Optimization exercise on an open flow, not production practice. RTL: at most simulated, not proved equivalent. Function not checked: runs 4 to 8. Power: default activity.

===== flow/run.sh =====
#!/bin/bash
# synth_recipe.tcl (not shown) runs the flow's synth.tcl, then flattens the netlist and writes it again
# the make line also repeats each setting of config.mk as NAME=value (left out here)
make -C /OpenROAD-flow-scripts/flow DESIGN_CONFIG=/design/flow/config.mk WORK_HOME=/design/flow/orfs CLKGATE_MAP_FILE= SYNTH_SCRIPT=/design/flow/synth_recipe.tcl finish

===== flow/constraint.sdc =====
create_clock -name core_clock -period 5.5 [get_ports {clk}]
set_input_delay 1.1000 -clock core_clock [delete_from_list [all_inputs] [get_ports {clk}]]
set_output_delay 1.1000 -clock core_clock [all_outputs]
set_load 0.01 [all_outputs]

===== flow/design.v =====
package sil_pkg;
	localparam int CAPACITY_DEF = 16;
	localparam int VALUE_W      = 32;
	localparam int POS_W        = 4;
endpackage
module sil_ctrl (
	input  logic        clk,
	input  logic        arst_n,
	input  logic        start,
	input  logic        lt_d,       
	output logic        pk_en,      
	output logic        xfer,       
	output logic        sel_k,      
	output logic        dload,      
	output logic [16:1] msel,       
	output logic        busy,
	output logic        strobe,
	output logic [3:0]  position,
	output logic        last,
	output logic        rejected
);
	logic [4:0]  n_q;        
	logic [3:0]  ph_q;       
	logic [3:0]  rem_q;      
	logic        z_q;        
	logic        act_q;      
	logic        grow_q;     
	logic        placed_q;   
	logic        selk_q;     
	logic        pv_q;       
	logic        npv_q;      
	logic        xfer_q;     
	logic        dload_q;    
	logic [16:1] msel_q;     
	logic        strobe_q;
	logic [3:0]  pos_q;
	logic        last_q;
	logic        rej_q;
	logic z;
	logic take;
	logic dtake;
	logic ptake;
	logic nstart;
	logic inc;
	logic n0, n1, n15, n16;
	assign z      = z_q;
	assign n0     = (n_q == 5'd0);
	assign n1     = (n_q == 5'd1);
	assign n15    = (n_q == 5'd15);
	assign n16    = n_q[4];
	assign take   = start && npv_q;
	assign dtake  = take && dload_q;
	assign ptake  = take && !dload_q;
	assign nstart = xfer_q || dtake;
	assign inc    = act_q && grow_q && z;
	logic [4:0] n_d;
	logic [3:0] rem_d;
	logic       z_d;
	logic       act_d;
	logic       grow_d;
	logic       placed_d;
	logic       pv_d;
	logic       dload_d;
	logic       inc2;
	assign n_d = n_q + {4'd0, inc};
	always_comb begin
		if (!z) begin
			rem_d = rem_q - 4'd1;
			z_d   = (rem_q == 4'd1);
		end else if (nstart) begin
			rem_d = (n16 || (n15 && inc)) ? 4'd15 : 4'(n_d);
			z_d   = dload_q;
		end else begin
			rem_d = (n0 || inc) ? n_q[3:0] : n_q[3:0] - 4'd1;
			z_d   = n0 || (n1 && !inc);
		end
	end
	assign act_d    = nstart || (act_q && !z);
	assign grow_d   = nstart ? !(n16 || (n15 && inc)) : grow_q;
	assign placed_d = !z && (placed_q || selk_q);
	assign pv_d     = (!npv_q && !xfer_q) || ptake;
	assign dload_d  = n0 && !inc && !act_d;
	assign inc2     = (act_q && grow_q && !z && (rem_q == 4'd2)) ||
	                  (xfer_q && ((n1 && !inc) || (n0 && inc)));
	always_ff @(posedge clk or negedge arst_n) begin
		if (!arst_n) begin
			n_q      <= '0;
			z_q      <= 1'b1;
			act_q    <= 1'b0;
			pv_q     <= 1'b0;
			npv_q    <= 1'b1;
			xfer_q   <= 1'b0;
			dload_q  <= 1'b1;
			strobe_q <= 1'b0;
		end else begin
			n_q      <= n_d;
			z_q      <= z_d;
			act_q    <= act_d;
			pv_q     <= pv_d;
			npv_q    <= !pv_d;
			xfer_q   <= z_d && pv_d;
			dload_q  <= dload_d;
			strobe_q <= act_q;
		end
	end
	always_ff @(posedge clk) begin
		rem_q    <= rem_d;
		selk_q   <= act_d && grow_d && (z_d || placed_d || lt_d);
		if (dload_d)   msel_q <= 16'd1;
		else if (inc2) msel_q <= {msel_q[15:1], 1'b0};
	end
	always_ff @(posedge clk) begin
		ph_q     <= z ? 4'd0 : ph_q + 4'd1;
		grow_q   <= grow_d;
		placed_q <= placed_d;
		pos_q    <= ph_q;
		last_q   <= z;
		rej_q    <= !grow_q;
	end
	assign pk_en    = npv_q;
	assign xfer     = xfer_q;
	assign sel_k    = selk_q;
	assign dload    = dload_q;
	assign msel     = msel_q;
	assign busy     = pv_q;
	assign strobe   = strobe_q;
	assign position = pos_q;
	assign last     = last_q;
	assign rejected = rej_q;
endmodule
module sil_datapath #(
	parameter int CAPACITY = sil_pkg::CAPACITY_DEF
) (
	input  logic                               clk,
	input  logic                               pk_en,
	input  logic                               xfer,
	input  logic                               sel_k,
	input  logic                               dload,
	input  logic [16:1]                        msel,
	input  logic signed [sil_pkg::VALUE_W-1:0] value,
	output logic                               lt_d,
	output logic signed [sil_pkg::VALUE_W-1:0] element
);
	localparam int W = sil_pkg::VALUE_W;
	function automatic logic less(input logic [W-1:0] a, input logic [W-1:0] b);
		logic [W-1:0] l, g;
		for (int i = 0; i < W; i++) begin
			if (i == W - 1) begin
				l[i] = a[i] & ~b[i];
				g[i] = ~a[i] & b[i];
			end else begin
				l[i] = ~a[i] & b[i];
				g[i] = a[i] & ~b[i];
			end
		end
		for (int s = 1; s < W; s = s * 2) begin
			for (int i = 0; i + s < W; i = i + 2 * s) begin
				l[i] = l[i+s] | (~g[i+s] & l[i]);
				g[i] = g[i+s] | (~l[i+s] & g[i]);
			end
		end
		less = l[0];
	endfunction
	logic signed [W-1:0] cells_q [CAPACITY];
	logic signed [W-1:0] k_q;      
	logic signed [W-1:0] pk_q;     
	logic signed [W-1:0] head_q;   
	logic signed [W-1:0] hn_q;     
	logic signed [W-1:0] out;
	logic signed [W-1:0] hn_d;
	assign out = sel_k ? k_q : head_q;
	always_comb begin
		hn_d = '0;
		if (msel[1] && dload) begin
			hn_d = value;
		end else begin
			if (msel[1] || msel[2]) hn_d = out;
			for (int p = 2; p < CAPACITY; p++) begin
				if (msel[18-p]) hn_d = hn_d | cells_q[p];
			end
		end
	end
	logic lt_pk, lt_k;
	assign lt_pk = less(pk_q, hn_q);
	assign lt_k  = less(k_q, hn_q);
	assign lt_d  = xfer ? lt_pk : lt_k;
	always_ff @(posedge clk) begin
		for (int i = 0; i < CAPACITY - 1; i++) cells_q[i] <= cells_q[i+1];
		cells_q[CAPACITY-1] <= out;
		if (dload)      k_q <= value;
		else if (xfer)  k_q <= pk_q;
		else if (sel_k) k_q <= head_q;
		if (pk_en) pk_q <= value;
		head_q <= hn_q;
		hn_q   <= hn_d;
	end
	assign element = cells_q[CAPACITY-1];
endmodule
module sorted_insert_list #(
	parameter int CAPACITY = sil_pkg::CAPACITY_DEF
) (
	input  logic                              clk,
	input  logic                              arst_n,
	input  logic                              start,
	input  logic signed [sil_pkg::VALUE_W-1:0] value,
	output logic                              busy,
	output logic                              strobe,
	output logic signed [sil_pkg::VALUE_W-1:0] element,
	output logic [sil_pkg::POS_W-1:0]         position,
	output logic                              last,
	output logic                              rejected
);
	logic       lt_d;
	logic       pk_en;
	logic       xfer;
	logic       sel_k;
	logic       dload;
	logic [16:1] msel;
	sil_ctrl u_ctrl (
		.clk      (clk),
		.arst_n   (arst_n),
		.start    (start),
		.lt_d     (lt_d),
		.pk_en    (pk_en),
		.xfer     (xfer),
		.sel_k    (sel_k),
		.dload    (dload),
		.msel     (msel),
		.busy     (busy),
		.strobe   (strobe),
		.position (position),
		.last     (last),
		.rejected (rejected)
	);
	sil_datapath #(
		.CAPACITY (CAPACITY)
	) u_datapath (
		.clk     (clk),
		.pk_en   (pk_en),
		.xfer    (xfer),
		.sel_k   (sel_k),
		.dload   (dload),
		.msel    (msel),
		.value   (value),
		.lt_d    (lt_d),
		.element (element)
	);
endmodule

===== flow/config.mk =====
export PLATFORM = sky130hd
export DESIGN_NAME = sorted_insert_list
export DESIGN_NICKNAME = sorted_insert_list
export VERILOG_FILES = /design/flow/design.v
export SDC_FILE = /design/flow/constraint.sdc
export NUM_CORES = 4
export LEC_CHECK = 0
export CAP_MARGIN = 20
export CORE_MARGIN = 2
export CORE_UTILIZATION = 60
export CTS_CLUSTER_DIAMETER = 100
export CTS_CLUSTER_SIZE = 25
export SETUP_SLACK_MARGIN = 3.5
export SLEW_MARGIN = 20

==> impl_metrics.py, run 1 <==
metrics = {
    "run_status": {
        "status": "no timing/DRC/antenna violations",
    },
    "job": {
        "drv_cap": 0,
    },
    "logic_synthesis": {
        "synth_area_sq_um": 19400,
        "syn_inst": 1599,
        "async_flop_share_pct": 1.93,
        "synth_top_area_cell": "dfxtp_1",
        "synth_compound_area_share_pct": 13.7,
        "synth_top_cells_by_area": "dfxtp_1 (56%), edfxtp_1 (9.9%), a22oi_1 (3.8%)",
        "ys_types": 60,
        "synthMuxAreaShare_pct": 4.34,
        "synth_top_family_by_area": "compound AO/OA/AOI/OAI gates",
        "synthXorXnorAreaFrac_pct": 0.453,
        "synth_nets": 1644,
        "synth_seq_area_share_pct": 67.9,
        "synthSimpleGateAreaFrac_pct": 8.08,
        "ys_warn_count": 3,
        "avgSynthCellArea_sq_um": 12.1,
        "synth_edf_count": 64,
        "synth_top_flop_cell": "dfxtp_1",
        "synth_top_area_share_pct": 56.4,
        "yosys_register_bits": 621,
        "synth_fa_ha_area_share_pct": 2.84,
    },
    "clock_tree": {
        "cts-root-buf": "clkbuf_16",
        "clk_pin_slew_ns": 0.10,
        "clk-insertion-delay-late_ns": 0.59,
        "htreeDepth": 1,
        "clock_path_buffers": 3,
        "cts-hold-fix-buffers": 0,
        "numClockSinks": 621,
        "cts_tree": "yes",
        "cts_buffers": 28,
    },
    "final_layout": {
        "area_delta_synth_final_pct": 12.6,
        "antennaDiodeCount": 0,
        "fin_util_pct": 68.9,
        "final_cell_mix": "dfxtp_1 (503), a22oi_1 (97), nor2_1 (93)",
        "drive_gt1_share_pct": 14.2,
        "layout_commonest_cell": "dfxtp_1",
        "layout.nets": 1715,
    },
    "critical_path": {
        "crit_required_ns": 4.40,
        "r2r_cells": 7,
        "critPathBufInv": 1,
        "reg2reg_to": "u_ctrl.selk_q",
        "crit_fanout": 1,
        "crit_family": "flip-flops",
        "reg2reg_from": "u_datapath.pk_q[4]",
        "cp.arrival_ns": 1.09,
        "r2r_setup_slack_ns": 3.36,
        "slowest_stage": "dfrtp_1",
        "slowest_delay_ns": 0.38,
        "cp.depth": 1,
        "crit_chain": "buf_2",
        "worst-setup-path-type": "flop to output port",
        "critPathCaptureType": "output port",
        "start_kind": "flop",
    },
    "die": {
        "start_util_pct": 61.2,
        "design.die.area_sq_um": 33700,
        "die_w_um": 184,
        "core-area_sq_um": 31600,
        "die_height_um": 184,
        "num_rows": 65,
        "ios": 75,
    },
    "placement": {
        "place_ws_ns": 2.60,
        "io_buffers": 74,
        "place.gp.congestion": 0.843,
        "dpl.hpwl_um": 29200,
    },
    "timing": {
        "finClkSkew_ns": 0.0210,
        "maxSlewHeadroom_pct": 61.9,
        "worst-slew-pin-transition_ns": 0.569,
        "fmax_ghz": 0.457,
        "slew_violations": 0,
        "final-setup-viol-count": 0,
        "period_needed_ns": 2.19,
        "fin_crit_sh_pct": 39.8,
        "grt_setup_unrepaired": "true",
        "setup-tns-final_ns": 0,
        "setup_slack_ns": 3.31,
        "hold_viol": 0,
    },
    "min_path": {
        "hp-start": "u_datapath.cells_q[11][4]",
        "hold_depth": 0,
        "min_to": "u_datapath.cells_q[10][4]",
        "hp-class": "flop to flop",
    },
    "global_route": {
        "overflow": 0,
        "antenna_found_initial": 0,
        "grt_max_degree": 70,
        "grt_pass1_vias": 12500,
        "grt_usage_pct": 28.1,
        "grt_pass1_wl_um": 72600,
    },
    "power": {
        "seqPwrFrac_pct": 58.9,
        "switchingPower_mw": 4.69,
        "p_leak_nw": 8.42,
        "swShare_pct": 32.8,
        "p_clk_share_pct": 16.4,
        "ir_drop_uv": 439,
        "power.density_cell_area_nw_per_um2": 656,
        "combPwrFrac_pct": 24.7,
        "p_int_mw": 9.61,
    },
    "detailed_routing": {
        "drc": 0,
        "first_pass_iters": 7,
        "vias_per_cell": 6.07,
        "vias": 12600,
        "drtAntennaViolNets": 0,
        "wl_per_cell_um": 23.1,
        "drtIter0Drc": 1197,
        "wl_um": 48100,
    },
}
## area by class of cell
class	count	area (sq um)
clock buffers	38	759
multi-input cells	841	5830
repair buffers	131	1250
well taps	402	503
fillers	2384	9850
flip-flops and latches	621	13200
clock inverters	1	30.0
inverters	47	176
## flip-flops by register name, summed over array words and instances, names as in the netlist, 4 cells and up
| name | count |
|---|---|
| u_datapath.hn_q | 32 |
| u_datapath.k_q | 32 |
| u_ctrl.n_q | 5 |
| u_ctrl.pos_q | 4 |
| u_datapath.head_q | 32 |
| u_ctrl.rem_q | 4 |
| u_datapath.cells_q | 448 |
| u_ctrl.msel_q | 16 |
| u_ctrl.ph_q | 4 |
| u_datapath.pk_q | 32 |
## repair_timing
item,CTS,global route
gates cloned,0,1
resized for setup,270,14
setup buffers,33,3
pin swaps,11,1
endpoints found under the setup margin,127,75
## synth_stat cells (all sizes together) (3+ instances only)
| cell | number |
|---|---|
| nor2b | 22 |
| a22oi | 97 |
| inv | 47 |
| edfxtp | 64 |
| a21oi | 51 |
| nand3 | 41 |
| nand4 | 36 |
| mux2 | 32 |
| mux2i | 48 |
| ha | 10 |
| o211ai | 3 |
| dfxtp | 545 |
| o221ai | 3 |
| nand2 | 79 |
| o21bai | 3 |
| nor2 | 98 |
| a221oi | 35 |
| clkbuf | 78 |
| a22o | 33 |
| dfstp | 3 |
| a211oi | 12 |
| dfrtp | 9 |
| maj3 | 42 |
| o21ai | 84 |
| a222oi | 32 |
| buf | 12 |
| nand2b | 30 |
| xor2 | 3 |
| xnor2 | 7 |
| nor3 | 5 |
## stage by stage
step           std cells  cell area [sq um]  hold slack (ns)  power (mW)
3_3_place_gp        2005              20500            0.332        11.5
3_5_place_dp        2005              20500            0.335        11.6
2_1_floorplan       1599              19400            0.330        9.99
4_1_cts             2077              21700            0.351        14.2
5_1_grt             2081              21800            0.351        15.0
6_report            2081              21800            0.348        14.3
## logic make-up after synthesis
| family | count (synthesis) |
|---|---|
| xor gates and xnor gates | 10 |
| adders and majority gates | 52 |
| AOI/OAI and AO/OA | 372 |
| DFF | 621 |
| buffers and inverters | 137 |
| muxes | 80 |
| and+or+nand+nor | 327 |
## routing by layer
metal  part of all wire, %  GRT usage, %
met3                   5.8          2.91
met1                    43          38.1
met2                    47          47.3
met5                     0             0
met4                   3.6          9.82
## power groups by stage
stage | Combinational, mW | Sequential (mW) | Clock (mW)
after floorplan | 2.03 | 7.96 | 0
after global placement | 3.08 | 8.42 | 0
after detailed placement | 3.12 | 8.47 | 0
after CTS | 3.45 | 8.39 | 2.38
after global routing | 3.82 | 8.66 | 2.52
final | 3.53 | 8.42 | 2.34
## how the worst max path moves through the flow
stage,slack (ns),startpoint,to
global route,3.27,u_ctrl.strobe_q,strobe
CTS,3.28,u_ctrl.strobe_q,strobe
floorplan,3.15,start,u_ctrl.selk_q
global placement,2.62,start,u_ctrl.msel_q[6]
finish,3.31,u_ctrl.strobe_q,strobe
detailed placement,2.60,start,u_ctrl.msel_q[12]
Testbench counts, summed over its fixed seeds: cycles 24,799, items 2,755.
==> run 2, diff against run 1 <==
--- a/flow/config.mk
+++ b/flow/config.mk
@@ -6,4 +6,5 @@
 export NUM_CORES = 4
 export LEC_CHECK = 0
+export ABC_AREA = 1
 export CAP_MARGIN = 20
 export CORE_MARGIN = 2
@@ -11,4 +12,4 @@
 export CTS_CLUSTER_DIAMETER = 100
 export CTS_CLUSTER_SIZE = 25
-export SETUP_SLACK_MARGIN = 3.5
+export SETUP_SLACK_MARGIN = 3.3
 export SLEW_MARGIN = 20
==> run 2 against run 1 <==
Against the previous run: still clean; die area up 1.8%; first-iteration DRC count grew 12%; via count up 10%; clock skew decreased by 0.0063 ns; synthesized area grew 1.9%; wire length increased by 1.9%; final cell count grew 19%; non-clock buffer count fell by 15.
==> impl_metrics.py, run 2 <==
metrics = {
    "run_status": {
        "status": "no timing/DRC/antenna violations",
    },
    "critical_path": {
        "cp.arrival_ns": 2.64,
        "crit_required_ns": 5.94,
        "critPathCaptureType": "flop",
        "crit_fanout": 22,
        "slowest_delay_ns": 0.54,
        "slowest_stage": "dfxtp_1",
        "worst-setup-path-type": "flop to flop",
        "start_kind": "flop",
        "path_common_cell": "o21ai_0",
        "crit_chain": "buf_4 > a22o_1 > a21oi_1 > nand3_1 > o21ai_0 > o21ai_0",
    },
    "logic_synthesis": {
        "synth_top_cells_by_area": "dfxtp_1 (55%), edfxtp_1 (9.7%), nand2_1 (8.9%)",
        "synth.most_common_cell": "dfxtp_1",
        "async_flop_share_pct": 1.93,
        "avgSynthCellArea_sq_um": 10.0,
        "synth_area_sq_um": 19700,
        "synth_nets": 2016,
        "ys_types": 49,
        "yosys_register_bits": 621,
        "synth_top_area_share_pct": 55.3,
        "synth_top_flop_cell": "dfxtp_1",
        "synth_edf_count": 64,
        "synth_top_area_cell": "dfxtp_1",
        "syn_inst": 1971,
        "ys_warn_count": 3,
        "synth_seq_area_share_pct": 66.6,
        "ys_top_cells_by_count": "dfxtp_1 (545), nand2_1 (470), a21oi_1 (134)",
    },
    "clock_tree": {
        "clk-insertion-delay-late_ns": 0.58,
        "cts_tree": "yes",
        "cts-hold-fix-buffers": 0,
        "clock_path_buffers": 3,
        "clk_pin_slew_ns": 0.10,
        "htreeDepth": 1,
        "cts_buffers": 28,
        "numClockSinks": 621,
        "cts-root-buf": "clkbuf_16",
    },
    "power": {
        "p_clk_share_pct": 15.5,
        "ir_drop_uv": 375,
        "p_int_mw": 9.45,
        "power.density_cell_area_nw_per_um2": 686,
        "switchingPower_mw": 5.49,
        "seqPwrFrac_pct": 54.4,
        "combPwrFrac_pct": 30.1,
        "swShare_pct": 36.7,
        "p_leak_nw": 9.69,
    },
    "die": {
        "core-area_sq_um": 32500,
        "design.die.area_sq_um": 34300,
        "ios": 75,
        "start_util_pct": 60.7,
        "die_w_um": 185,
        "die_height_um": 185,
        "num_rows": 66,
    },
    "global_route": {
        "overflow": 0,
        "antenna_found_initial": 0,
        "grt_max_degree": 58,
        "grt_pass1_wl_um": 75300,
        "grt_pass1_vias": 13100,
        "grt_usage_pct": 28.7,
    },
    "final_layout": {
        "final_cell_mix": "dfxtp_1 (507), nand2_1 (469), a21oi_1 (134)",
        "final_area_sq_um": 21800,
        "drive_gt1_share_pct": 9.97,
        "fillers": 2593,
        "multiInputGateArea_sq_um": 5690,
        "fin_util_pct": 67.1,
        "layout_commonest_cell": "dfxtp_1",
        "layout.nets": 2074,
        "seqCellArea_sq_um": 13200,
        "largest_reg_flops": 448,
        "area_delta_synth_final_pct": 10.4,
        "antennaDiodeCount": 0,
        "top_register": "u_datapath.cells_q",
    },
    "min_path": {
        "hp-class": "flop to flop",
    },
    "timing": {
        "finClkSkew_ns": 0.0148,
        "worst-slew-pin-transition_ns": 0.793,
        "period_needed_ns": 2.20,
        "setup-tns-final_ns": 0,
        "grt_setup_unrepaired": "true",
        "fin_crit_sh_pct": 40.0,
        "hold_viol": 0,
        "final-setup-viol-count": 0,
        "setup_slack_ns": 3.30,
        "slew_violations": 0,
        "fmax_ghz": 0.454,
        "maxSlewHeadroom_pct": 47.0,
    },
    "detailed_routing": {
        "vias_per_cell": 5.63,
        "drtIter0Drc": 1343,
        "wl_per_cell_um": 19.8,
        "wl_um": 49100,
        "drtAntennaViolNets": 0,
        "vias": 14000,
        "drc": 0,
        "first_pass_iters": 5,
    },
    "placement": {
        "dpl.hpwl_um": 32900,
        "place_ws_ns": 2.76,
        "io_buffers": 74,
        "place.gp.congestion": 0.878,
        "post_dp_cell_area_sq_um": 20700,
    },
    "job": {
        "drv_cap": 0,
    },
}
==> run 2: cell types whose count changed after synthesis, sizes merged, moves of 42 or more <==
cell / before / now
mux2i: 48 / 0
a21oi: 51 / 137
inv: 47 / 146
a22oi: 97 / 8
maj3: 42 / 0
nand2: 79 / 478
==> run 2: path summary, 6_finish.rpt <==
path	from	slack, ns	cells past startpoint	to
min	u_datapath.cells_q[9][24]	0.35	0	u_datapath.cells_q[8][24]
min reg2reg	u_datapath.cells_q[9][24]	0.35	0	u_datapath.cells_q[8][24]
max in group asynchronous	arst_n	4.27	1	u_ctrl.dload_q
min in group asynchronous	arst_n	0.86	1	u_ctrl.xfer_q
max reg2reg	u_ctrl.msel_q[16]	3.30	6	u_datapath.hn_q[13]
max	u_ctrl.msel_q[16]	3.30	6	u_datapath.hn_q[13]
==> run 2: logic make-up after synthesis <==
| logic type | synth area share (%) |
|---|---|
| XOR/XNOR | 0.311 |
| AO/OA/AOI/OAI | 12.8 |
| adder cells (fa/ha/maj) | 0.635 |
| buffers and inverters | 4.86 |
| flip-flops | 66.6 |
| AND/OR/NAND/NOR | 14.8 |
==> run 2: per-layer routing <==
metal | GRT usage (%) | vias up | part of all wire (%)
met5 | 0 | - | 0
met1 | 43.2 | 6723 | 47
met2 | 44.6 | 493 | 44
li1 | - | 6692 | -
met4 | 4.83 | 0 | 1.5
met3 | 4.31 | 46 | 7.9
==> run 2: layout make-up <==
cell class,instances,area share (%)
multi-input combinational,1114,26.1
timing repair inverter,1,0.0345
timing repair buffer,116,4.42
sequential,621,60.7
clock buffer,37,3.57
inverter,147,2.59
tap,442,2.54
==> run 2: metrics by stage <==
step	power, mW	hold WS (ns)	std cells
floorplan	10.6	0.331	1971
global placement	12.3	0.332	2415
detailed placement	12.4	0.335	2415
CTS	14.8	0.348	2478
global route	15.8	0.354	2478
finish	14.9	0.351	2478
==> run 2: power by group through the flow <==
stage	combinational [mW]	clock, mW	sequential (mW)
final	4.50	2.32	8.12
after global routing	4.98	2.51	8.35
after CTS	4.38	2.36	8.09
after detailed placement	4.27	0	8.15
after global placement	4.20	0	8.09
after floorplan	2.96	0	7.62
==> run 2: what timing repair did <==
item | 4_1_cts | 5_1_grt
pin swaps | 1 | 0
endpoints found under the setup margin | 96 | 85
buffers inserted | 24 | 0
gates resized for setup | 217 | 28
endpoints found under the hold margin | 0 | 0
gates cloned | 2 | 0
==> run 2: critical path: cells and delay by family (launching register included) <==
family                 cells  cell delay, ns
AO/OA/AOI/OAI              4            1.06
flip-flops                 1            0.54
buffers and inverters      1            0.35
AND/OR/NAND/NOR            1            0.09
==> run 3, diff against run 2 <==
--- a/flow/config.mk
+++ b/flow/config.mk
@@ -6,5 +6,4 @@
 export NUM_CORES = 4
 export LEC_CHECK = 0
-export ABC_AREA = 1
 export CAP_MARGIN = 20
 export CORE_MARGIN = 2
==> run 3 against run 2 <==
Against the previous run: maximum frequency down 0.17%; first-iteration DRC count down 2.8%; final cell count down 16%; clock skew up 0.012 ns; highest routed layer unchanged; hold slack worse by 0.018 ns; still clean on timing, DRC and antenna; synthesized cell count down 19%; sequential power up 4.8%; clock power about the same; largest cell class unchanged.
==> impl_metrics.py, run 3 <==
metrics = {
    "timing": {
        "fmax_ghz": 0.453,
        "grt_setup_unrepaired": "true",
        "fin_crit_sh_pct": 40.1,
        "final-setup-viol-count": 0,
        "slew_violations": 0,
        "whs_ns": 0.332,
        "hold_viol": 0,
        "worst-slew-pin-transition_ns": 1.13,
        "period_needed_ns": 2.21,
        "maxSlewHeadroom_pct": 24.8,
        "finClkSkew_ns": 0.0271,
        "setup-tns-final_ns": 0,
    },
    "clock_tree": {
        "numClockSinks": 621,
        "cts_buffers": 28,
        "clk_pin_slew_ns": 0.10,
        "cts-root-buf": "clkbuf_16",
        "cts_tree": "yes",
        "clk-insertion-delay-late_ns": 0.60,
        "clock_path_buffers": 3,
        "cts-hold-fix-buffers": 0,
        "htreeDepth": 1,
    },
    "critical_path": {
        "worst-setup-path-type": "flop to output port",
        "crit_chain": "clkbuf_2",
        "slowest_stage": "dfxtp_4",
        "critPathCaptureType": "output port",
        "reg2reg_from": "u_datapath.pk_q[12]",
        "critPathBufInv": 1,
        "start_kind": "flop",
        "reg2reg_to": "u_ctrl.selk_q",
        "cp-startpoint": "u_datapath.cells_q[15][10]",
        "cp.arrival_ns": 1.11,
        "r2r_setup_slack_ns": 3.33,
        "crit_fanout": 2,
        "crit_family": "flip-flops",
        "crit_required_ns": 4.40,
        "slowest_delay_ns": 0.37,
        "cp.depth": 1,
        "r2r_cells": 7,
        "endpoint": "element[10]",
    },
    "final_layout": {
        "antennaDiodeCount": 0,
        "final_area_sq_um": 21700,
        "top_register": "u_datapath.cells_q",
        "final_cell_mix": "dfxtp_1 (511), a22oi_1 (97), nor2_1 (97)",
        "seqCellArea_sq_um": 13200,
        "layout.nets": 1715,
        "drive_gt1_share_pct": 13.5,
        "layout_commonest_cell": "dfxtp_1",
        "multiInputGateArea_sq_um": 5790,
        "largest_reg_flops": 448,
        "area_delta_synth_final_pct": 12.0,
        "fin_util_pct": 68.5,
        "fillers": 2351,
    },
    "die": {
        "ios": 75,
        "die_w_um": 184,
        "design.die.area_sq_um": 33700,
        "start_util_pct": 61.2,
        "num_rows": 65,
        "die_height_um": 184,
        "core-area_sq_um": 31600,
    },
    "power": {
        "power_mw": 14.3,
        "p_clk_share_pct": 16.4,
        "seqPwrFrac_pct": 59.6,
        "power.density_cell_area_nw_per_um2": 658,
        "p_leak_nw": 8.38,
        "swShare_pct": 33.2,
        "ir_drop_uv": 382,
        "p_int_mw": 9.53,
        "switchingPower_mw": 4.73,
        "combPwrFrac_pct": 24.0,
    },
    "detailed_routing": {
        "drc": 0,
        "first_pass_iters": 6,
        "vias": 12800,
        "wl_um": 49800,
        "drtIter0Drc": 1305,
        "wl_per_cell_um": 23.9,
        "vias_per_cell": 6.16,
        "drtAntennaViolNets": 0,
    },
    "global_route": {
        "overflow": 0,
        "grt_usage_pct": 29.2,
        "grt_pass1_vias": 12700,
        "antenna_found_initial": 0,
        "grt_max_degree": 62,
        "grt_pass1_wl_um": 75100,
    },
    "logic_synthesis": {
        "synth_top_cells_by_area": "dfxtp_1 (56%), edfxtp_1 (9.9%), a22oi_1 (3.8%)",
        "synth_top_area_cell": "dfxtp_1",
        "ys_types": 60,
        "yosys_register_bits": 621,
        "ys_top_cells_by_count": "dfxtp_1 (545), nor2_1 (98), a22oi_1 (97)",
        "synth_area_sq_um": 19400,
        "syn_inst": 1599,
        "async_flop_share_pct": 1.93,
        "avgSynthCellArea_sq_um": 12.1,
        "synth.most_common_cell": "dfxtp_1",
        "synth_top_flop_cell": "dfxtp_1",
        "synth_seq_area_share_pct": 67.9,
        "ys_warn_count": 3,
        "synth_top_area_share_pct": 56.4,
        "synth_edf_count": 64,
        "synth_nets": 1644,
    },
    "min_path": {
        "hp-start": "u_datapath.cells_q[7][19]",
        "hp-class": "flop to flop",
    },
    "job": {
        "drv_cap": 0,
    },
    "run_status": {
        "status": "no timing/DRC/antenna violations",
    },
    "placement": {
        "dpl.hpwl_um": 29900,
        "post_dp_cell_area_sq_um": 20500,
        "io_buffers": 74,
        "place.gp.congestion": 0.861,
    },
}
-- run 3: cell count changes after synthesis, sizes merged, moves of 30 or more --
cell    delta
a21oi     -86
a22o      -34
a222oi    +32
nand2    -399
nand2b    +30
mux2      +32
maj3      +42
mux2i     +48
a22oi     +89
o21ai     -38
inv       -99
-- run 3: layout make-up --
class,count,area share (%)
Clock buffer,37,3.39
Clock inverter,2,0.214
Inverter,47,0.814
Multi-Input combinational cell,841,26.7
Sequential cell,621,61.1
Tap cell,402,2.32
Timing Repair Buffer,131,5.44
-- run 3: logic make-up (layout without fill, tap and decap cells) --
group / Yosys count / in the layout / share of synthesized area (%)
adders and majority gates: 52 / 52 / 2.84
DFF: 621 / 621 / 67.9
and+or+nand+nor: 327 / 327 / 8.08
xor gates and xnor gates: 10 / 10 / 0.453
muxes: 80 / 80 / 4.34
AOI/OAI and AO/OA: 372 / 372 / 13.7
buffers and inverters: 137 / 217 / 2.68
-- run 3: metal layers --
layer	track usage, %	vias to the layer above	part of all wire [%]
met5	0	-	0
met4	10.4	0	3.5
met3	3.37	83	6.2
met2	50.0	495	48
met1	38.6	6330	42
li1	-	5904	-
-- run 3: power groups by stage --
stage	Clock, mW	Sequential, mW	Combinational, mW
2_1_floorplan	0	7.96	2.03
3_3_place_gp	0	8.52	3.00
4_1_cts	2.35	8.49	3.23
5_1_grt	2.53	8.73	3.72
6_report	2.33	8.51	3.43
3_5_place_dp	0	8.57	3.03
-- run 3: what timing repair did --
action / in CTS / in global routing
pin swaps: 4 / 9
gates cloned: 0 / 0
resized for setup: 237 / 23
hold endpoints to repair: 0 / 0
setup endpoints to repair: 115 / 46
setup buffers: 27 / 10
-- run 3: worst min-delay path by stage --
| stage | end | cells after the start |
|---|---|---|
| after floorplan | u_datapath.cells_q[10][16] | 0 |
| after global placement | u_datapath.cells_q[9][22] | 0 |
| after detailed placement | u_datapath.cells_q[9][7] | 0 |
| after CTS | u_datapath.cells_q[6][19] | 0 |
| after global routing | u_datapath.cells_q[11][1] | 0 |
| final | u_datapath.cells_q[6][19] | 0 |
-- run 3: metrics by stage --
stage               setup WS (ns)  cells
finish                       3.29   2081
global route                 3.26   2081
detailed placement           2.61   2005
floorplan                    3.15   1599
global placement             2.65   2005
CTS                          3.11   2071
==> run 4, diff against run 3 <==
--- a/flow/design.v
+++ b/flow/design.v
@@ -39,5 +39,4 @@
 	logic z;
 	logic take;
-	logic dtake;
 	logic ptake;
 	logic nstart;
@@ -50,7 +49,6 @@
 	assign n16    = n_q[4];
 	assign take   = start && npv_q;
-	assign dtake  = take && dload_q;
-	assign ptake  = take && !dload_q;
-	assign nstart = xfer_q || dtake;
+	assign ptake  = take;
+	assign nstart = xfer_q;
 	assign inc    = act_q && grow_q && z;
 	logic [4:0] n_d;
@@ -173,5 +171,5 @@
 		hn_d = '0;
 		if (msel[1] && dload) begin
-			hn_d = value;
+			hn_d = pk_q;
 		end else begin
 			if (msel[1] || msel[2]) hn_d = out;
@@ -188,6 +186,5 @@
 		for (int i = 0; i < CAPACITY - 1; i++) cells_q[i] <= cells_q[i+1];
 		cells_q[CAPACITY-1] <= out;
-		if (dload)      k_q <= value;
-		else if (xfer)  k_q <= pk_q;
+		if (xfer)       k_q <= pk_q;
 		else if (sel_k) k_q <= head_q;
 		if (pk_en) pk_q <= value;
==> run 4 against run 3 <==
Against the previous run: sequential share of layout area is 1.4 points higher; sequential power shrank 0.5%; synthesized area fell by 2.5%; worst setup slack lost 0.14 ns; clock power hardly changed; hold slack worse by 0.0065 ns; final cell count down 5.2%; critical path depth unchanged; via count decreased by 7.0%; critical path type unchanged; critical endpoint is now element[12]; largest power group unchanged; highest routed layer unchanged.
==> impl_metrics.py, run 4 <==
metrics = {
    "run_status": {
        "status": "no timing/DRC/antenna violations",
    },
    "critical_path": {
        "crit_chain": "dlygate4sd2_1",
        "slowest_stage": "dfxtp_2",
        "crit_family": "flip-flops",
        "critPathCaptureType": "output port",
        "cp.depth": 1,
        "reg2reg_from": "u_datapath.pk_q[4]",
        "worst-setup-path-type": "flop to output port",
        "r2r_cells": 7,
        "reg2reg_to": "u_ctrl.selk_q",
        "critPathBufInv": 1,
        "crit_fanout": 3,
        "crit_required_ns": 4.40,
        "start_kind": "flop",
        "slowest_delay_ns": 0.39,
        "r2r_setup_slack_ns": 3.16,
        "cp.arrival_ns": 1.25,
    },
    "final_layout": {
        "fillers": 2272,
        "final_area_sq_um": 21100,
        "drive_gt1_share_pct": 15.9,
        "layout.nets": 1614,
        "layout_commonest_cell": "dfxtp_1",
        "final_cell_mix": "dfxtp_1 (510), a22oi_1 (96), nor2_1 (94)",
        "area_delta_synth_final_pct": 12.0,
        "top_register": "u_datapath.cells_q",
        "antennaDiodeCount": 0,
        "largest_reg_flops": 448,
    },
    "placement": {
        "dpl.hpwl_um": 28100,
        "io_buffers": 74,
        "place.gp.congestion": 0.815,
        "post_dp_cell_area_sq_um": 20000,
    },
    "detailed_routing": {
        "vias_per_cell": 6.04,
        "drtAntennaViolNets": 0,
        "drtIter0Drc": 1039,
        "wl_um": 43900,
        "drc": 0,
        "wl_per_cell_um": 22.3,
        "vias": 11900,
        "first_pass_iters": 5,
    },
    "power": {
        "p_leak_nw": 8.26,
        "ir_drop_uv": 467,
        "power.density_cell_area_nw_per_um2": 659,
    },
    "timing": {
        "worst-slew-pin-transition_ns": 0.887,
        "grt_setup_unrepaired": "true",
        "fin_crit_sh_pct": 42.7,
        "final-setup-viol-count": 0,
        "slew_violations": 0,
        "fmax_ghz": 0.426,
        "maxSlewHeadroom_pct": 40.8,
        "setup-tns-final_ns": 0,
        "period_needed_ns": 2.35,
        "finClkSkew_ns": 0.0350,
        "whs_ns": 0.326,
        "hold_viol": 0,
    },
    "die": {
        "die_height_um": 181,
        "design.die.area_sq_um": 32900,
        "ios": 75,
        "die_w_um": 181,
        "core-area_sq_um": 30700,
        "start_util_pct": 61.4,
        "num_rows": 64,
    },
    "min_path": {
        "hold_depth": 0,
        "min_to": "u_datapath.cells_q[4][18]",
        "hp-start": "u_datapath.cells_q[5][18]",
        "hp-class": "flop to flop",
    },
    "logic_synthesis": {
        "synth_top_cells_by_area": "dfxtp_1 (58%), edfxtp_1 (10%), a22oi_1 (3.8%)",
        "syn_inst": 1492,
        "synth_edf_count": 64,
        "ys_warn_count": 3,
        "ys_types": 52,
        "synth.most_common_cell": "dfxtp_1",
        "synth_top_area_share_pct": 57.8,
        "async_flop_share_pct": 1.93,
        "synth_top_area_cell": "dfxtp_1",
        "synth_area_sq_um": 18900,
        "avgSynthCellArea_sq_um": 12.7,
        "synth_seq_area_share_pct": 69.6,
        "synth_top_flop_cell": "dfxtp_1",
        "yosys_register_bits": 621,
        "synth_nets": 1537,
        "ys_top_cells_by_count": "dfxtp_1 (545), a22oi_1 (96), nor2_1 (94)",
    },
    "clock_tree": {
        "clk-insertion-delay-late_ns": 0.61,
        "clock_path_buffers": 3,
        "clk_pin_slew_ns": 0.10,
        "cts_buffers": 28,
        "htreeDepth": 1,
        "cts-hold-fix-buffers": 0,
        "cts_tree": "yes",
        "numClockSinks": 621,
        "cts-root-buf": "clkbuf_16",
    },
    "global_route": {
        "grt_pass1_wl_um": 67600,
        "grt_pass1_vias": 11600,
        "antenna_found_initial": 0,
        "overflow": 0,
        "grt_max_degree": 43,
        "grt_usage_pct": 26.4,
    },
    "job": {
        "drv_cap": 0,
    },
}
[run 4: changes by cell type after synthesis, moves of 6 or more]
cell,previous run,this run
nand2b_1,30,22
a211oi_1,10,4
buf_1,11,5
o21ai_0,83,48
mux2i_1,48,17
nand2_1,79,46
mux2_2,32,64
inv_1,47,39
[run 4: repair_timing]
action	4_1_cts	5_1_grt
setup buffers	27	4
endpoints found under the hold margin	0	0
endpoints found under the setup margin	77	37
resized for setup	225	30
pin swaps	3	7
[run 4: cells by family (layout without fill, tap and decap cells)]
kind of cell    count (synthesis)  in the layout  synth area share [%]
buf+inv                       124            209                  2.55
fa+ha+maj                      58             58                  3.24
xor+xnor                       10             10                 0.464
compound gates                328            328                  12.6
mux                            81             81                  4.72
simple gates                  270            270                  6.80
flops                         621            621                  69.6
[run 4: worst max path at each step]
stage	endpoint	from	slack, ns
2_1_floorplan	u_ctrl.selk_q	u_datapath.pk_q[4]	3.24
3_3_place_gp	u_ctrl.selk_q	u_ctrl.z_q	2.82
3_5_place_dp	u_ctrl.selk_q	u_datapath.pk_q[28]	2.86
4_1_cts	u_ctrl.selk_q	u_datapath.pk_q[4]	3.12
5_1_grt	u_ctrl.selk_q	u_datapath.pk_q[28]	3.06
6_report	element[12]	u_datapath.cells_q[15][12]	3.15
[run 4: cell type report]
class                           instances  area, sq um  share of cell area (%)
Clock inverter                          1         30.0                   0.142
Timing Repair Buffer                  129         1130                    5.35
Multi-Input combinational cell        747         5340                    25.3
Sequential cell                       621        13200                    62.5
Inverter                               42          171                   0.811
Clock buffer                           37          756                    3.58
Tap cell                              396          495                    2.34
[run 4: metrics by stage]
stage	setup WS, ns	instances	util (%)	power (mW)
floorplan	3.24	1492	-	9.89
global placement	2.82	1903	65.0	11.3
detailed placement	2.86	1904	65.1	11.4
CTS	3.12	1969	68.3	13.8
global route	3.06	1973	68.7	14.7
finish	3.15	1973	68.7	13.9
[run 4: power by group]
group          switching, mW  total [mW]  internal, mW  leakage (nW)
sequential              1.39        8.47          7.08          5.35
combinational           1.69        3.16          1.46          2.53
clock                   1.34        2.31         0.970         0.378
total                   4.42        13.9          9.52          8.26
[run 4: layer usage]
metal | vias to the layer above | GRT usage [%] | part of all wire [%]
li1 | 5543 | - | -
met1 | 5922 | 39.9 | 47
met2 | 386 | 41.4 | 45
met3 | 58 | 3.35 | 6.2
met4 | 0 | 5.27 | 1.9
met5 | - | 0 | 0
==> run 5, diff against run 4 <==
--- a/flow/config.mk
+++ b/flow/config.mk
@@ -8,5 +8,5 @@
 export CAP_MARGIN = 20
 export CORE_MARGIN = 2
-export CORE_UTILIZATION = 60
+export CORE_UTILIZATION = 70
 export CTS_CLUSTER_DIAMETER = 100
 export CTS_CLUSTER_SIZE = 25
==> run 5 against run 4 <==
Against the previous run: final cell count is 2.9% lower; maximum frequency down 4.1%; global-route usage rose by 4.3 points; sequential share of layout area up 0.34 points; flip-flop and latch count stayed put; critical endpoint is now u_ctrl.selk_q; synthesized area unchanged; cell area down 0.40%; clock-buffer cell count unchanged; via count rose by 1.3%; wire length is 0.40% higher.
==> impl_metrics.py, run 5 <==
metrics = {
    "run_status": {
        "status": "no timing/DRC/antenna violations",
    },
    "clock_tree": {
        "clock_path_buffers": 3,
        "htreeDepth": 1,
        "cts_buffers": 28,
        "cts-root-buf": "clkbuf_16",
        "cts-hold-fix-buffers": 0,
        "clk-insertion-delay-late_ns": 0.60,
        "cts_tree": "yes",
        "clk_pin_slew_ns": 0.10,
        "numClockSinks": 621,
    },
    "final_layout": {
        "drive_gt1_share_pct": 15.4,
        "layout_commonest_cell": "dfxtp_1",
        "area_delta_synth_final_pct": 11.5,
        "fin_util_pct": 78.8,
        "fillers": 1665,
        "top_register": "u_datapath.cells_q",
        "final_cell_mix": "dfxtp_1 (511), a22oi_1 (96), nor2_1 (91)",
        "largest_reg_flops": 448,
        "layout.nets": 1612,
        "antennaDiodeCount": 0,
    },
    "timing": {
        "worst-slew-pin-transition_ns": 0.991,
        "slew_violations": 0,
        "grt_setup_unrepaired": "true",
        "setup-tns-final_ns": 0,
        "fin_crit_sh_pct": 44.5,
        "final-setup-viol-count": 0,
        "fmax_ghz": 0.409,
        "maxSlewHeadroom_pct": 33.8,
        "finClkSkew_ns": 0.0220,
        "hold_viol": 0,
        "period_needed_ns": 2.45,
    },
    "power": {
        "power_mw": 14.0,
        "power.density_cell_area_nw_per_um2": 665,
        "p_leak_nw": 8.24,
        "ir_drop_uv": 419,
    },
    "min_path": {
        "hp-start": "u_datapath.hn_q[11]",
        "hp-class": "flop to flop",
        "hold_depth": 0,
        "min_to": "u_datapath.head_q[11]",
    },
    "logic_synthesis": {
        "synth_top_flop_cell": "dfxtp_1",
        "ys_types": 52,
        "synth_area_sq_um": 18900,
        "syn_inst": 1492,
        "synth.most_common_cell": "dfxtp_1",
        "synth_seq_area_share_pct": 69.6,
        "yosys_register_bits": 621,
        "synth_top_area_cell": "dfxtp_1",
        "synth_nets": 1537,
        "synth_edf_count": 64,
        "synth_top_area_share_pct": 57.8,
        "avgSynthCellArea_sq_um": 12.7,
        "synth_top_cells_by_area": "dfxtp_1 (58%), edfxtp_1 (10%), a22oi_1 (3.8%)",
        "ys_top_cells_by_count": "dfxtp_1 (545), a22oi_1 (96), nor2_1 (94)",
        "async_flop_share_pct": 1.93,
        "ys_warn_count": 3,
    },
    "detailed_routing": {
        "drtAntennaViolNets": 0,
        "wl_per_cell_um": 23.0,
        "vias_per_cell": 6.30,
        "drtIter0Drc": 1534,
        "first_pass_iters": 6,
        "vias": 12100,
        "wl_um": 44100,
        "drc": 0,
    },
    "die": {
        "die_w_um": 168,
        "num_rows": 60,
        "ios": 75,
        "start_util_pct": 70.6,
        "design.die.area_sq_um": 28300,
        "die_height_um": 168,
        "core-area_sq_um": 26700,
    },
    "global_route": {
        "overflow": 0,
        "grt_max_degree": 36,
        "antenna_found_initial": 1,
        "grt_pass1_wl_um": 67500,
        "grt_pass1_vias": 12000,
        "grt_usage_pct": 30.7,
    },
    "critical_path": {
        "crit_fanout": 2,
        "worst-setup-path-type": "flop to flop",
        "r2r_cells": 7,
        "crit_required_ns": 6.00,
        "cp.arrival_ns": 2.95,
        "start_kind": "flop",
        "reg2reg_to": "u_ctrl.selk_q",
        "slowest_stage": "edfxtp_1",
        "critPathCaptureType": "flop",
        "reg2reg_from": "u_datapath.pk_q[4]",
        "slowest_delay_ns": 0.42,
        "path_common_cell": "maj3_2",
        "r2r_setup_slack_ns": 3.05,
        "crit_chain": "nand2b_4 > maj3_2 > maj3_2 > maj3_2 > a221o_1 > a311o_1 > a311oi_1",
    },
    "placement": {
        "dpl.hpwl_um": 27700,
        "place.gp.congestion": 0.849,
        "io_buffers": 74,
    },
    "job": {
        "drv_cap": 0,
    },
}
-- run 5: worst max-delay path by stage --
stage | startpoint | end
2_1_floorplan | u_datapath.pk_q[4] | u_ctrl.selk_q
3_5_place_dp | u_ctrl.xfer_q | u_ctrl.selk_q
4_1_cts | u_datapath.pk_q[4] | u_ctrl.selk_q
3_3_place_gp | u_ctrl.xfer_q | u_ctrl.selk_q
6_report | u_datapath.pk_q[4] | u_ctrl.selk_q
5_1_grt | u_datapath.pk_q[4] | u_ctrl.selk_q
-- run 5: layout make-up --
class                   count  area (sq um)  share of cell area (%)
flip-flops and latches    621         13200                    62.9
clock inverters             1          30.0                   0.143
repair buffers            127          1110                    5.29
inverters                  42           171                   0.814
clock buffers              37           756                    3.59
multi-input cells         747          5320                    25.3
well taps                 341           427                    2.03
-- run 5: cells by family after synthesis --
logic type	count (synthesis)	synth area share, %
AO/OA/AOI/OAI	328	12.6
XOR/XNOR	10	0.464
adder cells (fa/ha/maj)	58	3.24
buffers and inverters	124	2.55
flip-flops	621	69.6
multiplexers	81	4.72
AND/OR/NAND/NOR	270	6.80
-- run 5: through the flow --
stage / hold slack [ns] / cells / area (sq um) / setup WS [ns]
floorplan: 0.330 / 1492 / 18900 / 3.24
global placement: 0.332 / 1844 / 19900 / 2.87
detailed placement: 0.335 / 1844 / 19900 / 2.81
CTS: 0.342 / 1914 / 20900 / 3.08
global route: 0.348 / 1916 / 21100 / 2.96
finish: 0.339 / 1916 / 21100 / 3.05
-- run 5: layer usage --
metal | share of wire (%) | GRT usage (%)
met3 | 7.2 | 3.95
met1 | 45 | 45.3
met5 | 0 | 0
met4 | 1.6 | 6.07
met2 | 46 | 49.4
-- run 5: power breakdown --
part	leakage [nW]	internal (mW)	switching (mW)	total, mW
Sequential	5.35	7.10	1.52	8.62
Clock	0.378	0.971	1.33	2.30
Combinational	2.51	1.46	1.61	3.08
Total	8.24	9.53	4.46	14.0
-- run 5: worst max-delay path, delay by kind of cell (launching register included) --
family	cells	cell delay (ns)
fa+ha+maj	3	0.91
simple gates	1	0.16
flops	1	0.42
compound gates	3	0.86
-- run 5: what timing repair did --
item                                    CTS  global route
endpoints found under the setup margin   96            45
cloned                                    0             0
gates resized for setup                 224            23
setup buffers                            32             2
pin swaps                                 1             1
==> run 6, diff against run 5 <==
--- a/flow/config.mk
+++ b/flow/config.mk
@@ -8,7 +8,7 @@
 export CAP_MARGIN = 20
 export CORE_MARGIN = 2
-export CORE_UTILIZATION = 70
+export CORE_UTILIZATION = 60
 export CTS_CLUSTER_DIAMETER = 100
 export CTS_CLUSTER_SIZE = 25
-export SETUP_SLACK_MARGIN = 3.3
+export SETUP_SLACK_MARGIN = 3.5
 export SLEW_MARGIN = 20
==> run 6 against run 5 <==
Against the previous run: clock skew fell by 0.0066 ns; wire length grew 5.4%; worst setup slack improved by 0.11 ns; largest cell class unchanged; utilization down 9.7 points; highest routed layer unchanged; combinational power is essentially flat; first-iteration DRC count down 13%; largest power group unchanged.
==> impl_metrics.py, run 6 <==
metrics = {
    "timing": {
        "finClkSkew_ns": 0.0153,
        "worst-slew-pin-transition_ns": 0.820,
        "setup-tns-final_ns": 0,
        "maxSlewHeadroom_pct": 45.3,
        "grt_setup_unrepaired": "true",
        "setup_slack_ns": 3.16,
        "period_needed_ns": 2.34,
        "fin_crit_sh_pct": 42.5,
        "hold_viol": 0,
        "fmax_ghz": 0.428,
        "final-setup-viol-count": 0,
        "slew_violations": 0,
    },
    "clock_tree": {
        "htreeDepth": 1,
        "cts_buffers": 28,
        "cts-hold-fix-buffers": 0,
        "cts-root-buf": "clkbuf_16",
        "clk-insertion-delay-late_ns": 0.59,
        "numClockSinks": 621,
        "cts_tree": "yes",
        "clk_pin_slew_ns": 0.10,
        "clock_path_buffers": 3,
    },
    "logic_synthesis": {
        "async_flop_share_pct": 1.93,
        "synth_top_area_cell": "dfxtp_1",
        "synth_seq_area_share_pct": 69.6,
        "synth_top_area_share_pct": 57.8,
        "ys_warn_count": 3,
        "avgSynthCellArea_sq_um": 12.7,
        "yosys_register_bits": 621,
        "ys_types": 52,
        "syn_inst": 1492,
        "synth.most_common_cell": "dfxtp_1",
        "ys_top_cells_by_count": "dfxtp_1 (545), a22oi_1 (96), nor2_1 (94)",
        "synth_nets": 1537,
        "synth_top_cells_by_area": "dfxtp_1 (58%), edfxtp_1 (10%), a22oi_1 (3.8%)",
        "synth_top_flop_cell": "dfxtp_1",
        "synth_edf_count": 64,
        "synth_area_sq_um": 18900,
    },
    "critical_path": {
        "worst-setup-path-type": "flop to flop",
        "cp.arrival_ns": 2.84,
        "slowest_delay_ns": 0.43,
        "crit_chain": "nor2b_1 > maj3_1 > maj3_1 > maj3_1 > o211ai_1 > a31oi_1 > a311oi_1",
        "slowest_stage": "edfxtp_1",
        "crit_fanout": 3,
        "crit_required_ns": 6.00,
        "path_common_cell": "maj3_1",
        "start_kind": "flop",
        "critPathCaptureType": "flop",
    },
    "die": {
        "design.die.area_sq_um": 32900,
        "die_height_um": 181,
        "start_util_pct": 61.4,
        "ios": 75,
        "die_w_um": 181,
        "num_rows": 64,
        "core-area_sq_um": 30700,
    },
    "final_layout": {
        "fin_util_pct": 69.1,
        "antennaDiodeCount": 0,
        "layout.nets": 1615,
        "area_delta_synth_final_pct": 12.6,
        "drive_gt1_share_pct": 16.8,
        "final_cell_mix": "dfxtp_1 (496), a22oi_1 (96), nor2_1 (93)",
        "fillers": 2326,
        "layout_commonest_cell": "dfxtp_1",
        "top_register": "u_datapath.cells_q",
        "largest_reg_flops": 448,
        "instances_no_fill": 1973,
    },
    "power": {
        "power_mw": 14.1,
        "power.density_cell_area_nw_per_um2": 663,
        "ir_drop_uv": 372,
        "p_leak_nw": 8.29,
    },
    "global_route": {
        "grt_pass1_vias": 11800,
        "grt_usage_pct": 28.0,
        "antenna_found_initial": 1,
        "grt_pass1_wl_um": 70600,
        "grt_max_degree": 39,
        "overflow": 0,
    },
    "job": {
        "drv_cap": 0,
    },
    "detailed_routing": {
        "wl_per_cell_um": 23.5,
        "first_pass_iters": 7,
        "drtIter0Drc": 1332,
        "drtAntennaViolNets": 0,
        "vias": 12000,
        "vias_per_cell": 6.07,
        "drc": 0,
        "wl_um": 46500,
    },
    "placement": {
        "dpl.hpwl_um": 29600,
        "io_buffers": 74,
        "place.gp.congestion": 0.810,
        "dp_cells": 1899,
        "place_ws_ns": 2.84,
    },
    "min_path": {
        "hp-class": "flop to flop",
    },
    "run_status": {
        "status": "no timing/DRC/antenna violations",
    },
}
run 6: cell counts after synthesis:
No cell type changed its count.
run 6: critical path, delay by kind of cell, from the launching register on:
family / cells / cell delay [ns]
compound gates: 3 / 0.54
flops: 1 / 0.43
simple gates: 1 / 0.16
fa+ha+maj: 3 / 1.13
run 6: what timing repair did:
item	4_1_cts	5_1_grt
pin swaps	4	2
resized for setup	256	28
setup buffers	33	3
endpoints found under the setup margin	121	93
gates cloned	1	0
run 6: path summary, 6_finish.rpt:
kind	cells after the start	slack (ns)	startpoint	to
max	7	3.16	u_datapath.k_q[4]	u_ctrl.selk_q
min	0	0.35	u_datapath.cells_q[6][6]	u_datapath.cells_q[5][6]
max reg2reg	7	3.16	u_datapath.k_q[4]	u_ctrl.selk_q
min reg2reg	0	0.35	u_datapath.cells_q[6][6]	u_datapath.cells_q[5][6]
max in group asynchronous	1	4.26	arst_n	u_ctrl.xfer_q
min in group asynchronous	1	0.85	arst_n	u_ctrl.strobe_q
run 6: cells by family (layout without fill, tap and decap cells):
family	after synthesis	in the layout	synth area share, %
flops	621	621	69.6
compound gates	328	328	12.6
simple gates	270	271	6.80
buf+inv	124	208	2.55
mux	81	81	4.72
fa+ha+maj	58	58	3.24
xor+xnor	10	10	0.464
run 6: per-stage QoR:
step	hold WS (ns)	cell area (sq um)
detailed placement	0.335	20000
floorplan	0.330	18900
global placement	0.331	20000
global route	0.355	21300
finish	0.351	21300
CTS	0.350	21100
run 6: layer usage:
metal | routed length, um | up-vias | global-route usage, %
li1 | - | 5543 | -
met1 | 22300 | 5922 | 43.3
met2 | 19900 | 474 | 42.4
met3 | 3710 | 46 | 4.55
met4 | 544 | 0 | 4.16
met5 | 0 | - | 0
run 6: final cells by class:
class	instances	area, sq um	share of cell area (%)
multi-input cells	748	5360	25.2
inverters	42	171	0.807
clock buffers	37	777	3.66
repair buffers	129	1200	5.63
well taps	396	495	2.33
flip-flops and latches	621	13200	62.3
run 6: power by group:
group	switching [mW]	internal (mW)	leakage (nW)	total [mW]
registers	1.56	7.09	5.36	8.66
clock network	1.33	0.988	0.378	2.32
logic	1.59	1.51	2.55	3.10
total	4.49	9.60	8.29	14.1
==> run 7, diff against run 6 <==
--- a/flow/config.mk
+++ b/flow/config.mk
@@ -11,4 +11,4 @@
 export CTS_CLUSTER_DIAMETER = 100
 export CTS_CLUSTER_SIZE = 25
-export SETUP_SLACK_MARGIN = 3.5
+export SETUP_SLACK_MARGIN = 3.4
 export SLEW_MARGIN = 20
==> run 7 against run 6 <==
Against the previous run: critical endpoint unchanged; sequential power hardly changed; flip-flop and latch count stayed put; hold slack worse by 0.0020 ns; largest cell class unchanged; first-iteration DRC count is 7.4% higher; cell area is 0.10% lower; still clean on timing, DRC and antenna.
==> impl_metrics.py, run 7 <==
metrics = {
    "run_status": {
        "status": "no timing/DRC/antenna violations",
    },
    "logic_synthesis": {
        "synth.most_common_cell": "dfxtp_1",
        "synth_edf_count": 64,
        "avgSynthCellArea_sq_um": 12.7,
        "synth_top_area_share_pct": 57.8,
        "ys_top_cells_by_count": "dfxtp_1 (545), a22oi_1 (96), nor2_1 (94)",
        "ys_warn_count": 3,
        "synth_seq_area_share_pct": 69.6,
        "synth_top_area_cell": "dfxtp_1",
        "async_flop_share_pct": 1.93,
        "synth_top_flop_cell": "dfxtp_1",
        "yosys_register_bits": 621,
        "ys_types": 52,
        "synth_nets": 1537,
        "synth_area_sq_um": 18900,
        "syn_inst": 1492,
        "synth_top_cells_by_area": "dfxtp_1 (58%), edfxtp_1 (10%), a22oi_1 (3.8%)",
    },
    "die": {
        "start_util_pct": 61.4,
        "num_rows": 64,
        "die_w_um": 181,
        "die_height_um": 181,
        "design.die.area_sq_um": 32900,
        "ios": 75,
        "core-area_sq_um": 30700,
    },
    "final_layout": {
        "top_register": "u_datapath.cells_q",
        "final_cell_mix": "dfxtp_1 (502), a22oi_1 (96), nor2_1 (94)",
        "drive_gt1_share_pct": 16.3,
        "layout.nets": 1615,
        "area_delta_synth_final_pct": 12.5,
        "largest_reg_flops": 448,
        "layout_commonest_cell": "dfxtp_1",
        "antennaDiodeCount": 0,
    },
    "critical_path": {
        "cp.arrival_ns": 2.84,
        "critPathCaptureType": "flop",
        "r2r_cells": 8,
        "start_kind": "flop",
        "reg2reg_from": "u_datapath.pk_q[28]",
        "reg2reg_to": "u_ctrl.selk_q",
        "r2r_setup_slack_ns": 3.16,
        "crit_fanout": 2,
        "worst-setup-path-type": "flop to flop",
        "crit_required_ns": 6.00,
    },
    "clock_tree": {
        "cts_buffers": 28,
        "clk-insertion-delay-late_ns": 0.59,
        "cts_tree": "yes",
        "cts-hold-fix-buffers": 0,
        "cts-root-buf": "clkbuf_16",
        "clk_pin_slew_ns": 0.09,
        "htreeDepth": 1,
        "clock_path_buffers": 3,
        "numClockSinks": 621,
    },
    "power": {
        "p_leak_nw": 8.28,
        "p_clk_share_pct": 16.5,
        "ir_drop_uv": 371,
        "swShare_pct": 31.8,
        "seqPwrFrac_pct": 61.5,
        "switchingPower_mw": 4.48,
        "power_mw": 14.1,
        "combPwrFrac_pct": 22.1,
        "power.density_cell_area_nw_per_um2": 663,
        "p_int_mw": 9.60,
    },
    "min_path": {
        "hp-start": "u_datapath.cells_q[6][6]",
        "min_to": "u_datapath.cells_q[5][6]",
        "hp-class": "flop to flop",
        "hold_depth": 0,
    },
    "global_route": {
        "grt_pass1_wl_um": 70600,
        "grt_usage_pct": 28.0,
        "grt_pass1_vias": 11800,
        "overflow": 0,
        "antenna_found_initial": 1,
        "grt_max_degree": 39,
    },
    "timing": {
        "worst-slew-pin-transition_ns": 0.990,
        "fin_crit_sh_pct": 42.5,
        "final-setup-viol-count": 0,
        "slew_violations": 0,
        "finClkSkew_ns": 0.0132,
        "hold_viol": 0,
        "setup-tns-final_ns": 0,
        "maxSlewHeadroom_pct": 34.0,
        "grt_setup_unrepaired": "true",
        "fmax_ghz": 0.428,
        "period_needed_ns": 2.34,
    },
    "detailed_routing": {
        "drtIter0Drc": 1430,
        "drc": 0,
        "first_pass_iters": 6,
        "wl_per_cell_um": 23.5,
        "wl_um": 46400,
        "drtAntennaViolNets": 0,
        "vias_per_cell": 6.08,
        "vias": 12000,
    },
    "placement": {
        "io_buffers": 74,
        "dpl.hpwl_um": 29600,
        "place.gp.congestion": 0.810,
    },
    "job": {
        "drv_cap": 0,
    },
}
## run 7: layer usage
layer / GRT usage, % / wire, um / vias up
met5: 0 / 0 / -
met4: 4.16 / 603 / 0
met3: 4.55 / 3830 / 49
met2: 42.4 / 20000 / 505
met1: 43.3 / 21900 / 5909
li1: - / - / 5540
## run 7: worst max-delay path by stage
stage,cells past startpoint,to,from
floorplan,7,u_ctrl.selk_q,u_datapath.pk_q[4]
global placement,7,u_ctrl.selk_q,u_ctrl.z_q
detailed placement,7,u_ctrl.selk_q,u_ctrl.z_q
CTS,7,u_ctrl.selk_q,u_datapath.pk_q[4]
global route,7,u_ctrl.selk_q,u_datapath.hn_q[5]
finish,8,u_ctrl.selk_q,u_datapath.pk_q[28]
## run 7: final cells by class
class | instances | area [sq um]
flip-flops and latches | 621 | 13200
fillers | 2324 | 9520
multi-input cells | 748 | 5360
repair buffers | 129 | 1190
clock buffers | 37 | 777
well taps | 396 | 495
inverters | 42 | 171
## run 7: power groups by stage
stage / Combinational (mW) / Sequential, mW / Clock, mW
after global routing: 3.36 / 8.91 / 2.51
final: 3.11 / 8.66 / 2.32
after global placement: 2.70 / 8.61 / 0
after floorplan: 1.84 / 8.05 / 0
after CTS: 3.01 / 8.62 / 2.34
after detailed placement: 2.75 / 8.66 / 0
## run 7: cells by family (layout without fill, tap and decap cells)
group           after synthesis  after routing  share of synthesized area [%]
compound gates              328            328                           12.6
xor+xnor                     10             10                          0.464
fa+ha+maj                    58             58                           3.24
buf+inv                     124            208                           2.55
flops                       621            621                           69.6
mux                          81             81                           4.72
simple gates                270            271                           6.80
## run 7: stage by stage
| step | worst slack [ns] | instances | hold slack, ns | instance area, sq um | util (%) |
|---|---|---|---|---|---|
| 2_1_floorplan | 3.24 | 1492 | 0.330 | 18900 | - |
| 3_3_place_gp | 2.90 | 1899 | 0.331 | 20000 | 64.9 |
| 3_5_place_dp | 2.84 | 1899 | 0.335 | 20000 | 65.0 |
| 4_1_cts | 3.13 | 1968 | 0.350 | 21100 | 68.7 |
| 5_1_grt | 3.06 | 1973 | 0.355 | 21200 | 69.0 |
| 6_report | 3.16 | 1973 | 0.349 | 21200 | 69.0 |
## run 7: critical path, stage by stage, from the launching register on
cell,delay [ns]
edfxtp_1,0.40
nor2b_1,0.15
maj3_1,0.36
maj3_1,0.37
maj3_2,0.35
o221ai_4,0.20
buf_6,0.14
a211oi_2,0.04
a311oi_1,0.25
## run 7: repair_timing
| item | CTS | global route |
|---|---|---|
| buffers inserted | 31 | 5 |
| cloned | 1 | 0 |
| resized for setup | 253 | 20 |
| pin swaps | 4 | 2 |
| endpoints found under the setup margin | 114 | 68 |
==> run 8, diff against run 7 <==
--- a/flow/config.mk
+++ b/flow/config.mk
@@ -8,7 +8,7 @@
 export CAP_MARGIN = 20
 export CORE_MARGIN = 2
-export CORE_UTILIZATION = 60
+export CORE_UTILIZATION = 55
 export CTS_CLUSTER_DIAMETER = 100
 export CTS_CLUSTER_SIZE = 25
-export SETUP_SLACK_MARGIN = 3.4
+export SETUP_SLACK_MARGIN = 3.6
 export SLEW_MARGIN = 20
==> run 8 against run 7 <==
Against the previous run: flip-flop and latch count stayed put; register-to-register slack worse by 0.02 ns; sequential share of layout area is 0.49 points lower; power is 0.40% higher; die area is 8.9% higher; final cell count is 2.8% higher; combinational power is 5% higher; cell area is 1.0% higher; hold slack worse by 0.0035 ns; synthesized area stayed put; wire length is 0.70% lower; non-clock buffer count is 1 higher; largest cell class unchanged; largest power group unchanged; highest routed layer unchanged.
==> impl_metrics.py, run 8 <==
metrics = {
    "logic_synthesis": {
        "yosys_register_bits": 621,
        "synth.most_common_cell": "dfxtp_1",
        "async_flop_share_pct": 1.93,
        "synth_top_flop_cell": "dfxtp_1",
        "synth_top_area_cell": "dfxtp_1",
        "ys_types": 52,
        "synth_area_sq_um": 18900,
        "synth_top_area_share_pct": 57.8,
        "ys_top_cells_by_count": "dfxtp_1 (545), a22oi_1 (96), nor2_1 (94)",
        "avgSynthCellArea_sq_um": 12.7,
        "synth_seq_area_share_pct": 69.6,
        "synth_top_cells_by_area": "dfxtp_1 (58%), edfxtp_1 (10%), a22oi_1 (3.8%)",
        "syn_inst": 1492,
        "synth_nets": 1537,
        "ys_warn_count": 3,
        "synth_edf_count": 64,
    },
    "global_route": {
        "grt_pass1_vias": 11800,
        "grt_usage_pct": 25.6,
        "grt_max_degree": 35,
        "overflow": 0,
        "grt_pass1_wl_um": 70200,
        "antenna_found_initial": 0,
    },
    "critical_path": {
        "endpoint": "u_ctrl.selk_q",
        "r2r_cells": 7,
        "path_common_cell": "maj3_2",
        "start_kind": "flop",
        "critPathCaptureType": "flop",
        "reg2reg_to": "u_ctrl.selk_q",
        "slowest_delay_ns": 0.39,
        "crit_required_ns": 5.99,
        "crit_chain": "nand2b_4 > maj3_2 > maj3_2 > maj3_2 > a221o_1 > a311o_1 > a311oi_1",
        "critPathBufInv": 0,
        "crit_fanout": 2,
        "slowest_stage": "edfxtp_1",
        "cp.arrival_ns": 2.85,
        "reg2reg_from": "u_datapath.pk_q[4]",
        "worst-setup-path-type": "flop to flop",
        "cp.depth": 7,
        "r2r_setup_slack_ns": 3.14,
        "cp-startpoint": "u_datapath.pk_q[4]",
        "crit_family": "adder cells",
    },
    "clock_tree": {
        "cts-root-buf": "clkbuf_16",
        "cts-hold-fix-buffers": 0,
        "clk-insertion-delay-late_ns": 0.58,
        "htreeDepth": 1,
        "clock_path_buffers": 3,
        "numClockSinks": 621,
        "cts_buffers": 28,
        "cts_tree": "yes",
        "clk_pin_slew_ns": 0.10,
    },
    "die": {
        "die_height_um": 189,
        "ios": 75,
        "num_rows": 67,
        "start_util_pct": 56.0,
        "core-area_sq_um": 33700,
        "die_w_um": 189,
        "design.die.area_sq_um": 35800,
    },
    "timing": {
        "worst-slew-pin-transition_ns": 0.790,
        "maxSlewHeadroom_pct": 47.3,
        "final-setup-viol-count": 0,
        "fmax_ghz": 0.424,
        "hold_viol": 0,
        "grt_setup_unrepaired": "true",
        "slew_violations": 0,
        "finClkSkew_ns": 0.0116,
        "setup-tns-final_ns": 0,
        "period_needed_ns": 2.36,
        "fin_crit_sh_pct": 42.9,
    },
    "power": {
        "ir_drop_uv": 354,
        "power.density_cell_area_nw_per_um2": 659,
        "p_leak_nw": 8.32,
    },
    "final_layout": {
        "final_cell_mix": "dfxtp_1 (498), a22oi_1 (96), nor2_1 (75)",
        "top_register": "u_datapath.cells_q",
        "largest_reg_flops": 448,
        "layout_commonest_cell": "dfxtp_1",
        "area_delta_synth_final_pct": 13.6,
        "fin_util_pct": 63.6,
        "layout.nets": 1616,
        "drive_gt1_share_pct": 18.0,
    },
    "detailed_routing": {
        "vias_per_cell": 5.83,
        "wl_per_cell_um": 22.7,
        "first_pass_iters": 5,
        "vias": 11800,
        "drc": 0,
        "wl_um": 46100,
        "drtIter0Drc": 893,
        "drtAntennaViolNets": 0,
    },
    "min_path": {
        "hp-class": "flop to flop",
    },
    "placement": {
        "place.gp.congestion": 0.827,
        "dpl.hpwl_um": 29300,
        "io_buffers": 74,
    },
    "run_status": {
        "status": "no timing/DRC/antenna violations",
    },
    "job": {
        "drv_cap": 0,
    },
}
## run 8: cell families after synthesis
logic type | Yosys count | synth area share, %
flip-flops | 621 | 69.6
buffers and inverters | 124 | 2.55
multiplexers | 81 | 4.72
XOR/XNOR | 10 | 0.464
adder cells (fa/ha/maj) | 58 | 3.24
AND/OR/NAND/NOR | 270 | 6.80
AO/OA/AOI/OAI | 328 | 12.6
## run 8: metal layers
| metal | part of all wire (%) | GRT usage, % | wire (um) |
|---|---|---|---|
| met5 | 0 | 0 | 0 |
| met1 | 48 | 37.1 | 21900 |
| met2 | 45 | 40.8 | 20600 |
| met3 | 6.5 | 4.97 | 2980 |
| met4 | 1.3 | 4.53 | 580 |
## run 8: stage by stage
step	hold WS [ns]	area (sq um)	cells	total power [mW]	worst slack (ns)
final	0.346	21400	2028	14.1	3.14
after global routing	0.348	21400	2027	14.9	3.04
after CTS	0.353	21300	2025	14.1	3.15
after detailed placement	0.335	20100	1952	11.5	2.80
after global placement	0.332	20000	1952	11.4	2.89
after floorplan	0.330	18900	1492	9.90	3.24
## run 8: layout make-up
cell class	count	area, sq um
inverters	42	171
fillers	2703	12300
clock inverters	1	16.3
well taps	448	561
flip-flops and latches	621	13300
multi-input cells	748	5430
repair buffers	130	1240
clock buffers	37	756
diodes	1	2.50
## run 8: how the worst min path moves through the flow
stage | from | endpoint | slack (ns) | cells past startpoint
floorplan | u_datapath.cells_q[11][20] | u_datapath.cells_q[10][20] | 0.33 | 0
global placement | u_datapath.cells_q[3][21] | u_datapath.cells_q[2][21] | 0.33 | 0
detailed placement | u_datapath.cells_q[12][7] | u_datapath.cells_q[11][7] | 0.33 | 0
CTS | u_datapath.cells_q[4][30] | u_datapath.cells_q[3][30] | 0.35 | 0
global route | u_datapath.cells_q[4][30] | u_datapath.cells_q[3][30] | 0.35 | 0
finish | u_datapath.cells_q[8][3] | u_datapath.cells_q[7][3] | 0.35 | 0
## run 8: worst reg2reg max path, stage by stage (launching register included)
cell and delay [ns]:
edfxtp_1 0.39, nand2b_4 0.15, maj3_2 0.31, maj3_2 0.30
maj3_2 0.31, a221o_1 0.30, a311o_1 0.27, a311oi_1 0.24
## run 8: power breakdown
| group | internal (mW) | leakage, nW | switching (mW) |
|---|---|---|---|
| Clock | 0.967 | 0.374 | 1.33 |
| Combinational | 1.55 | 2.58 | 1.70 |
| Sequential | 7.10 | 5.36 | 1.48 |
| Total | 9.62 | 8.32 | 4.51 |
## run 8: timing repair
item,4_1_cts,5_1_grt
setup endpoints to repair,125,103
gates cloned,1,0
pin swaps,5,2
buffers inserted,34,2
resized for setup,282,36
